This design comes from an exercise in tuning for small area and a short achievable clock period on the open sky130 flow, not from production work.
At most, simulation tests tie the RTL to the original design; equivalence was not proved.

==> inputs of build 54 <==
==> flow/design.v <==
package spr_pkg;
  typedef enum logic [1:0] {
    READ_FIRST  = 2'd0,
    WRITE_FIRST = 2'd1,
    NO_CHANGE   = 2'd2
  } spr_wmode_e;
  function automatic logic [7:0] spr_byte_merge(input logic [7:0] old_b,
                                                input logic [7:0] new_b,
                                                input logic       sel);
    spr_byte_merge = sel ? new_b : old_b;
  endfunction
endpackage
module spr_out_stage
#(
  parameter int                    DATA_WIDTH = 8,
  parameter int                    OUT_REG    = 0,
  parameter logic [DATA_WIDTH-1:0] SRVAL      = '0
) (
  input  logic                  clk,
  input  logic                  rst,
  input  logic                  i_rd,
  input  logic [DATA_WIDTH-1:0] i_rd_data,
  output logic [DATA_WIDTH-1:0] o_dout,
  output logic                  o_dout_valid
);
  logic [DATA_WIDTH-1:0] r_lat_p1;
  logic                  r_vld_p1;
  always_ff @(posedge clk) begin
    if (rst) begin
      r_lat_p1 <= SRVAL;
      r_vld_p1 <= 1'b0;
    end else begin
      r_vld_p1 <= i_rd;
      if (i_rd) r_lat_p1 <= i_rd_data;
    end
  end
  if (OUT_REG != 0) begin : g_oreg
    logic [DATA_WIDTH-1:0] r_dout_p2;
    logic                  r_vld_p2;
    always_ff @(posedge clk) begin
      if (rst) begin
        r_dout_p2 <= SRVAL;
        r_vld_p2  <= 1'b0;
      end else begin
        r_vld_p2 <= r_vld_p1;
        if (r_vld_p1) r_dout_p2 <= r_lat_p1;
      end
    end
    assign o_dout       = r_dout_p2;
    assign o_dout_valid = r_vld_p2;
  end else begin : g_pass
    assign o_dout       = r_lat_p1;
    assign o_dout_valid = r_vld_p1;
  end
endmodule
module spr_sync_bram
#(
  parameter int                    DATA_WIDTH = 32,
  parameter int                    DEPTH      = 96,
  parameter int                    ADDR_WIDTH = 7,
  parameter int                    WRITE_MODE = 1,
  parameter int                    OUT_REG    = 1,
  parameter logic [DATA_WIDTH-1:0] SRVAL      = 32'hDEADBEEF
) (
  input  logic                  clk,
  input  logic                  rst,
  input  logic                  en,
  input  logic [DATA_WIDTH/8-1:0] we,
  input  logic [ADDR_WIDTH-1:0] addr,
  input  logic [DATA_WIDTH-1:0] din,
  output logic [DATA_WIDTH-1:0] dout,
  output logic                  dout_valid
);
  localparam int NB = DATA_WIDTH / 8;
  logic [2:0]            r_hi;      
  logic [7:0]            r_mid;     
  logic [3:0]            r_lo;      
  logic [NB-1:0]         r_we;      
  logic [DATA_WIDTH-1:0] r_din;
  logic                  r_rd;
  always_ff @(posedge clk) begin
    for (int i = 0; i < 3; i++) r_hi[i]  <= (addr[6:5] == 2'(i));
    for (int i = 0; i < 8; i++) r_mid[i] <= (addr[4:2] == 3'(i));
    for (int i = 0; i < 4; i++) r_lo[i]  <= (addr[1:0] == 2'(i));
    r_we  <= we & {NB{en && !(addr[6] && addr[5])}};
    r_din <= din;
    r_rd  <= en && !rst;
  end
  logic [DEPTH-1:0]      w_row;
  logic [DATA_WIDTH-1:0] w_word [DEPTH];
  for (genvar g = 0; g < DEPTH; g++) begin : g_word
    logic [DATA_WIDTH-1:0] r_word;
    assign w_row[g]  = r_hi[g / 32] && r_mid[(g / 4) % 8] && r_lo[g % 4];
    assign w_word[g] = r_word;
    for (genvar b = 0; b < NB; b++) begin : g_byte
      always_ff @(posedge clk) begin
        if (w_row[g] && r_we[b]) r_word[8*b +: 8] <= r_din[8*b +: 8];
      end
    end
  end
  logic [DATA_WIDTH-1:0] w_sel;
  logic [DATA_WIDTH-1:0] w_merged;
  always_comb begin
    w_sel = '0;
    for (int i = 0; i < DEPTH; i++) w_sel = w_sel | (w_word[i] & {DATA_WIDTH{w_row[i]}});
    for (int b = 0; b < NB; b++)
      w_merged[8*b +: 8] = r_we[b] ? r_din[8*b +: 8] : w_sel[8*b +: 8];
  end
  always_ff @(posedge clk) begin
    if (rst) begin
      dout       <= SRVAL;
      dout_valid <= 1'b0;
    end else begin
      dout_valid <= r_rd;
      if (r_rd) dout <= w_merged;
    end
  end
endmodule
==> flow/run.sh <==
#!/bin/bash
# synth_recipe.tcl (not shown) runs the flow's synth.tcl, then flattens the netlist and writes it again
# the make line also repeats each setting of config.mk as NAME=value (left out here)
make -C /OpenROAD-flow-scripts/flow DESIGN_CONFIG=/design/flow/config.mk WORK_HOME=/design/flow/orfs CLKGATE_MAP_FILE= SYNTH_SCRIPT=/design/flow/synth_recipe.tcl finish
==> flow/config.mk <==
export PLATFORM = sky130hd
export DESIGN_NAME = spr_sync_bram
export DESIGN_NICKNAME = spr_sync_bram
export VERILOG_FILES = /design/flow/design.v
export SDC_FILE = /design/flow/constraint.sdc
export NUM_CORES = 4
export LEC_CHECK = 0
export CAP_MARGIN = 20
export CORE_MARGIN = 2
export CORE_UTILIZATION = 40
export SETUP_SLACK_MARGIN = 0.2
export SLEW_MARGIN = 20
==> flow/constraint.sdc <==
create_clock -name core_clock -period 5.5 [get_ports {clk}]
set_input_delay 1.1000 -clock core_clock [delete_from_list [all_inputs] [get_ports {clk}]]
set_output_delay 1.1000 -clock core_clock [all_outputs]
set_load 0.01 [all_outputs]
==> inputs of trial 78, as changes to build 54 <==
==> flow/design.v, changed modules only <==
module spr_sync_bram
#(
  parameter int                    DATA_WIDTH = 32,
  parameter int                    DEPTH      = 96,
  parameter int                    ADDR_WIDTH = 7,
  parameter int                    WRITE_MODE = 1,
  parameter int                    OUT_REG    = 1,
  parameter logic [DATA_WIDTH-1:0] SRVAL      = 32'hDEADBEEF
) (
  input  logic                  clk,
  input  logic                  rst,
  input  logic                  en,
  input  logic [DATA_WIDTH/8-1:0] we,
  input  logic [ADDR_WIDTH-1:0] addr,
  input  logic [DATA_WIDTH-1:0] din,
  output logic [DATA_WIDTH-1:0] dout,
  output logic                  dout_valid
);
  localparam int NB = DATA_WIDTH / 8;
  logic [DEPTH-1:0]      r_row;     
  logic [NB-1:0]         r_we;      
  logic [DATA_WIDTH-1:0] r_din;
  logic                  r_rd;
  always_ff @(posedge clk) begin
    for (int i = 0; i < DEPTH; i++) r_row[i] <= (addr == ADDR_WIDTH'(i));
    r_we  <= we & {NB{en && (addr < ADDR_WIDTH'(DEPTH))}};
    r_din <= din;
    r_rd  <= en && !rst;
  end
  logic [DATA_WIDTH-1:0] w_word [DEPTH];
  for (genvar g = 0; g < DEPTH; g++) begin : g_word
    logic [DATA_WIDTH-1:0] r_word;
    assign w_word[g] = r_word;
    for (genvar b = 0; b < NB; b++) begin : g_byte
      always_ff @(posedge clk) begin
        if (r_row[g] && r_we[b]) r_word[8*b +: 8] <= r_din[8*b +: 8];
      end
    end
  end
  logic [DATA_WIDTH-1:0] w_sel;
  logic [DATA_WIDTH-1:0] w_merged;
  logic [DATA_WIDTH-1:0] w_grp [DEPTH / 8];
  always_comb begin
    w_sel = '0;
    for (int j = 0; j < DEPTH / 8; j++) begin
      w_grp[j] = '0;
      for (int i = 8 * j; i < 8 * j + 8; i++) w_grp[j] = w_grp[j] | (w_word[i] & {DATA_WIDTH{r_row[i]}});
    end
    for (int j = 0; j < DEPTH / 8; j++) w_sel = w_sel | w_grp[j];
    for (int b = 0; b < NB; b++)
      w_merged[8*b +: 8] = r_we[b] ? r_din[8*b +: 8] : w_sel[8*b +: 8];
  end
  always_ff @(posedge clk) begin
    if (rst) begin
      dout       <= SRVAL;
      dout_valid <= 1'b0;
    end else begin
      dout_valid <= r_rd;
      if (r_rd) dout <= w_merged;
    end
  end
endmodule
==> flow/flow/run.sh (new file) <==
#!/bin/bash
# Layout flow: the standard flow, with the port buffers made from
# sky130_fd_sc_hd__buf_4 instead of the default delay-type buffer.
set -e
cp standard.sh standard_sh.log
cp config.mk config_in.log
cat >> config.mk <<'EOC'
export BUFFER_PORTS_ARGS = -buffer_cell sky130_fd_sc_hd__buf_4
EOC
bash standard.sh > standard_run.log 2>&1
==> flow/standard.sh (new file) <==
#!/bin/bash
# synth_recipe.tcl (not shown) runs the flow's synth.tcl, then flattens the netlist and writes it again
# the make line also repeats each setting of config.mk as NAME=value (left out here)
make -C /OpenROAD-flow-scripts/flow DESIGN_CONFIG=/design/flow/config.mk WORK_HOME=/design/flow/orfs CLKGATE_MAP_FILE= SYNTH_SCRIPT=/design/flow/synth_recipe.tcl "${@:-finish}"
- BUFFER_PORTS_ARGS: unset -> -buffer_cell sky130_fd_sc_hd__buf_4
- CORE_UTILIZATION: 40 -> 45
- CTS_CLUSTER_DIAMETER: unset -> 100
- CTS_CLUSTER_SIZE: unset -> 25
- SETUP_SLACK_MARGIN: 0.2 -> 2.9
removed: flow/run.sh
==> inputs of trial 30, as changes to build 54 <==
==> flow/design.v, changed modules only <==
module spr_sync_bram
#(
  parameter int                    DATA_WIDTH = 32,
  parameter int                    DEPTH      = 96,
  parameter int                    ADDR_WIDTH = 7,
  parameter int                    WRITE_MODE = 1,
  parameter int                    OUT_REG    = 1,
  parameter logic [DATA_WIDTH-1:0] SRVAL      = 32'hDEADBEEF
) (
  input  logic                  clk,
  input  logic                  rst,
  input  logic                  en,
  input  logic [DATA_WIDTH/8-1:0] we,
  input  logic [ADDR_WIDTH-1:0] addr,
  input  logic [DATA_WIDTH-1:0] din,
  output logic [DATA_WIDTH-1:0] dout,
  output logic                  dout_valid
);
  localparam int                  NB       = DATA_WIDTH / 8;
  localparam int                  IDX_W    = (DEPTH > 1) ? $clog2(DEPTH) : 1;
  localparam logic [ADDR_WIDTH:0] LP_DEPTH = (ADDR_WIDTH + 1)'(DEPTH);
  localparam spr_pkg::spr_wmode_e          LP_MODE  = spr_pkg::spr_wmode_e'(2'(WRITE_MODE));
  if (DATA_WIDTH % 8 != 0) begin : g_chk_dw
    $error("spr_sync_bram: DATA_WIDTH must be a multiple of 8");
  end
  if ((2 ** ADDR_WIDTH) < DEPTH) begin : g_chk_aw
    $error("spr_sync_bram: ADDR_WIDTH too narrow for DEPTH");
  end
  if (WRITE_MODE < 0 || WRITE_MODE > 2) begin : g_chk_wm
    $error("spr_sync_bram: WRITE_MODE must be 0, 1 or 2");
  end
  logic [DATA_WIDTH-1:0] r_mem [DEPTH];
  logic                  w_in_range;
  logic                  w_any_we;
  logic                  w_rd;
  logic [IDX_W-1:0]      w_idx;
  logic [DATA_WIDTH-1:0] w_old;
  logic [DATA_WIDTH-1:0] w_merged;
  logic [DATA_WIDTH-1:0] w_rd_data;
  logic [DATA_WIDTH-1:0] w_dout;
  logic                  w_dout_valid;
  always_comb begin
    w_in_range = ({1'b0, addr} < LP_DEPTH);
    w_any_we   = |we;
    w_idx      = addr[IDX_W-1:0];
    w_old      = w_in_range ? r_mem[w_idx] : '0;
    w_merged   = '0;
    for (int i = 0; i < NB; i++) begin
      w_merged[8*i +: 8] = spr_pkg::spr_byte_merge(w_old[8*i +: 8], din[8*i +: 8], we[i]);
    end
    w_rd      = en && !(LP_MODE == spr_pkg::NO_CHANGE && w_any_we);
    w_rd_data = (LP_MODE == spr_pkg::WRITE_FIRST && w_in_range) ? w_merged : w_old;
  end
  always_ff @(posedge clk) begin
    if (en && w_in_range && w_any_we) r_mem[w_idx] <= w_merged;
  end
  spr_out_stage #(
    .DATA_WIDTH (DATA_WIDTH),
    .OUT_REG    (OUT_REG),
    .SRVAL      (SRVAL)
  ) u_out_stage (
    .clk          (clk),
    .rst          (rst),
    .i_rd         (w_rd),
    .i_rd_data    (w_rd_data),
    .o_dout       (w_dout),
    .o_dout_valid (w_dout_valid)
  );
  assign dout       = w_dout;
  assign dout_valid = w_dout_valid;
endmodule
==> inputs of trial 12, as changes to build 54 <==
==> flow/design.v, changed modules only <==
module spr_sync_bram
#(
  parameter int                    DATA_WIDTH = 32,
  parameter int                    DEPTH      = 96,
  parameter int                    ADDR_WIDTH = 7,
  parameter int                    WRITE_MODE = 1,
  parameter int                    OUT_REG    = 1,
  parameter logic [DATA_WIDTH-1:0] SRVAL      = 32'hDEADBEEF
) (
  input  logic                  clk,
  input  logic                  rst,
  input  logic                  en,
  input  logic [DATA_WIDTH/8-1:0] we,
  input  logic [ADDR_WIDTH-1:0] addr,
  input  logic [DATA_WIDTH-1:0] din,
  output logic [DATA_WIDTH-1:0] dout,
  output logic                  dout_valid
);
  localparam int NB = DATA_WIDTH / 8;
  logic [DEPTH-1:0]      r_row;     
  logic [NB-1:0]         r_we;      
  logic [DATA_WIDTH-1:0] r_din;
  logic                  r_rd;
  always_ff @(posedge clk) begin
    for (int i = 0; i < DEPTH; i++) r_row[i] <= (addr == ADDR_WIDTH'(i));
    r_we  <= we & {NB{en && (addr < ADDR_WIDTH'(DEPTH))}};
    r_din <= din;
    r_rd  <= en && !rst;
  end
  logic [DATA_WIDTH-1:0] w_word [DEPTH];
  for (genvar g = 0; g < DEPTH; g++) begin : g_word
    logic [DATA_WIDTH-1:0] r_word;
    assign w_word[g] = r_word;
    for (genvar b = 0; b < NB; b++) begin : g_byte
      always_ff @(posedge clk) begin
        if (r_row[g] && r_we[b]) r_word[8*b +: 8] <= r_din[8*b +: 8];
      end
    end
  end
  logic [DATA_WIDTH-1:0] w_sel;
  logic [DATA_WIDTH-1:0] w_merged;
  always_comb begin
    w_sel = '0;
    for (int i = 0; i < DEPTH; i++) w_sel = w_sel | (w_word[i] & {DATA_WIDTH{r_row[i]}});
    for (int b = 0; b < NB; b++)
      w_merged[8*b +: 8] = r_we[b] ? r_din[8*b +: 8] : w_sel[8*b +: 8];
  end
  always_ff @(posedge clk) begin
    if (rst) begin
      dout       <= SRVAL;
      dout_valid <= 1'b0;
    end else begin
      dout_valid <= r_rd;
      if (r_rd) dout <= w_merged;
    end
  end
endmodule
==> flow/flow/run.sh (new file) <==
#!/bin/bash
# Layout flow: the standard flow, with the port buffers made from
# sky130_fd_sc_hd__buf_4 instead of the default delay-type buffer.
set -e
cp standard.sh standard_sh.log
cp config.mk config_in.log
cat >> config.mk <<'EOC'
export BUFFER_PORTS_ARGS = -buffer_cell sky130_fd_sc_hd__buf_4
EOC
bash standard.sh > standard_run.log 2>&1
==> flow/standard.sh (new file) <==
#!/bin/bash
# synth_recipe.tcl (not shown) runs the flow's synth.tcl, then flattens the netlist and writes it again
# the make line also repeats each setting of config.mk as NAME=value (left out here)
make -C /OpenROAD-flow-scripts/flow DESIGN_CONFIG=/design/flow/config.mk WORK_HOME=/design/flow/orfs CLKGATE_MAP_FILE= SYNTH_SCRIPT=/design/flow/synth_recipe.tcl "${@:-finish}"
- BUFFER_PORTS_ARGS: unset -> -buffer_cell sky130_fd_sc_hd__buf_4
- CORE_UTILIZATION: 40 -> 60
- CTS_CLUSTER_DIAMETER: unset -> 100
- CTS_CLUSTER_SIZE: unset -> 25
- SETUP_SLACK_MARGIN: 0.2 -> 2.9
removed: flow/run.sh
==> run notes <==
- The flow ran to the end and the layout has no timing, DRC or antenna violations.
- The total CTS buffers is around 340.
- The initial antenna violation count came to 64.
- The largest stage delay on the critical path is 1.18 ns.
- After floorplanning, the core was sized to cover about 290000 µm².
- Of the cells placed in the final design, the portion with a size suffix greater than 1 is 0.1347.
- The worst hold path stage count is 0.
Source of the figures above: build 54

==> run notes <==
- The initial antenna violation count is a little under 50.
- The largest stage delay on the critical path is between 0.7 and 0.8 ns.
- Of the cells placed in the final design, the portion with a size suffix greater than 1 is 0.1205.
- The total CTS buffers is 147.
- The flow ran to the end and the layout has no timing, DRC or antenna violations.
- Along the worst hold path, the cell count comes to 1.
- The region available for standard cell placement spans ~190000 µm².
Source of the figures above: trial 12

==> run notes <==
- The run finished with no timing, DRC or antenna violations.
- The maximum number of pins on one net before global-route repair is 98.
- The proportion of layout cells with a drive suffix above 1 is 0.1215.
- The core region is 259000 µm².
- The worst hold path stage count is 1.
- Summed over all nets, the half-perimeter wirelength after detailed placement is 309500 µm.
- The slowest cell on the critical path is dfxtp_2.
- The initial antenna violation count came to 48.
- The largest stage delay on the critical path is approximately 0.6 ns.
Source of the figures above: trial 78

==> run notes <==
- The flow ran to the end and the layout has no timing, DRC or antenna violations.
- The total CTS buffers is 320.
- The area of the core region is 302300 µm².
- The initial antenna violation count came to 29.
- The worst hold path stage count is 2.
- For the worst setup path, the data arrival time is between 5 and 6 ns.
- The congestion estimate from routability-driven global placement came to 0.9295.
- The final wirelength is 424100 µm.
- The reg-to-reg endpoint is r_mem[19][16].
- 79 I/O pins were placed.
- The proportion of layout cells with a drive suffix above 1 is 0.2438.
Source of the figures above: trial 30

Only the layout flow was run in build 54 and trial 30; the RTL was not checked for function there.

[port drivers added, routing unchanged]
How much do the figures lean on ideal ports? The routed layouts below were timed once more, with nothing changed but the port constraints. Step 1 assumes that a clkbuf_16 drives the clock port and a buf_2 every other input. Step 2 moves the port delays by t, midway between the first and last clock arrival at a register: inputs arrive t later, outputs are due t later. That takes back most of the time a late clock gives input paths. a / b / c = no drivers / after step 1 / after step 2; a / b = the first two.
run	shift t [ns]	setup slack, ns	worst setup path after step 2
build 54	1.082	1.153 / 1.153 / 1.153	register to register
trial 78	0.976	2.691 / 2.691 / 2.320	input to register
trial 30	0.984	0.758 / 0.798 / -0.185	input to register
trial 12	0.950	2.749 / 2.749 / 2.259	input to register
With both steps, setup timing fails in trial 30, where it was met with ideal ports. For trial 30, which loses most, drivers alone change the setup slack by +0.040 ns; drivers and shift together by -0.943 ns.
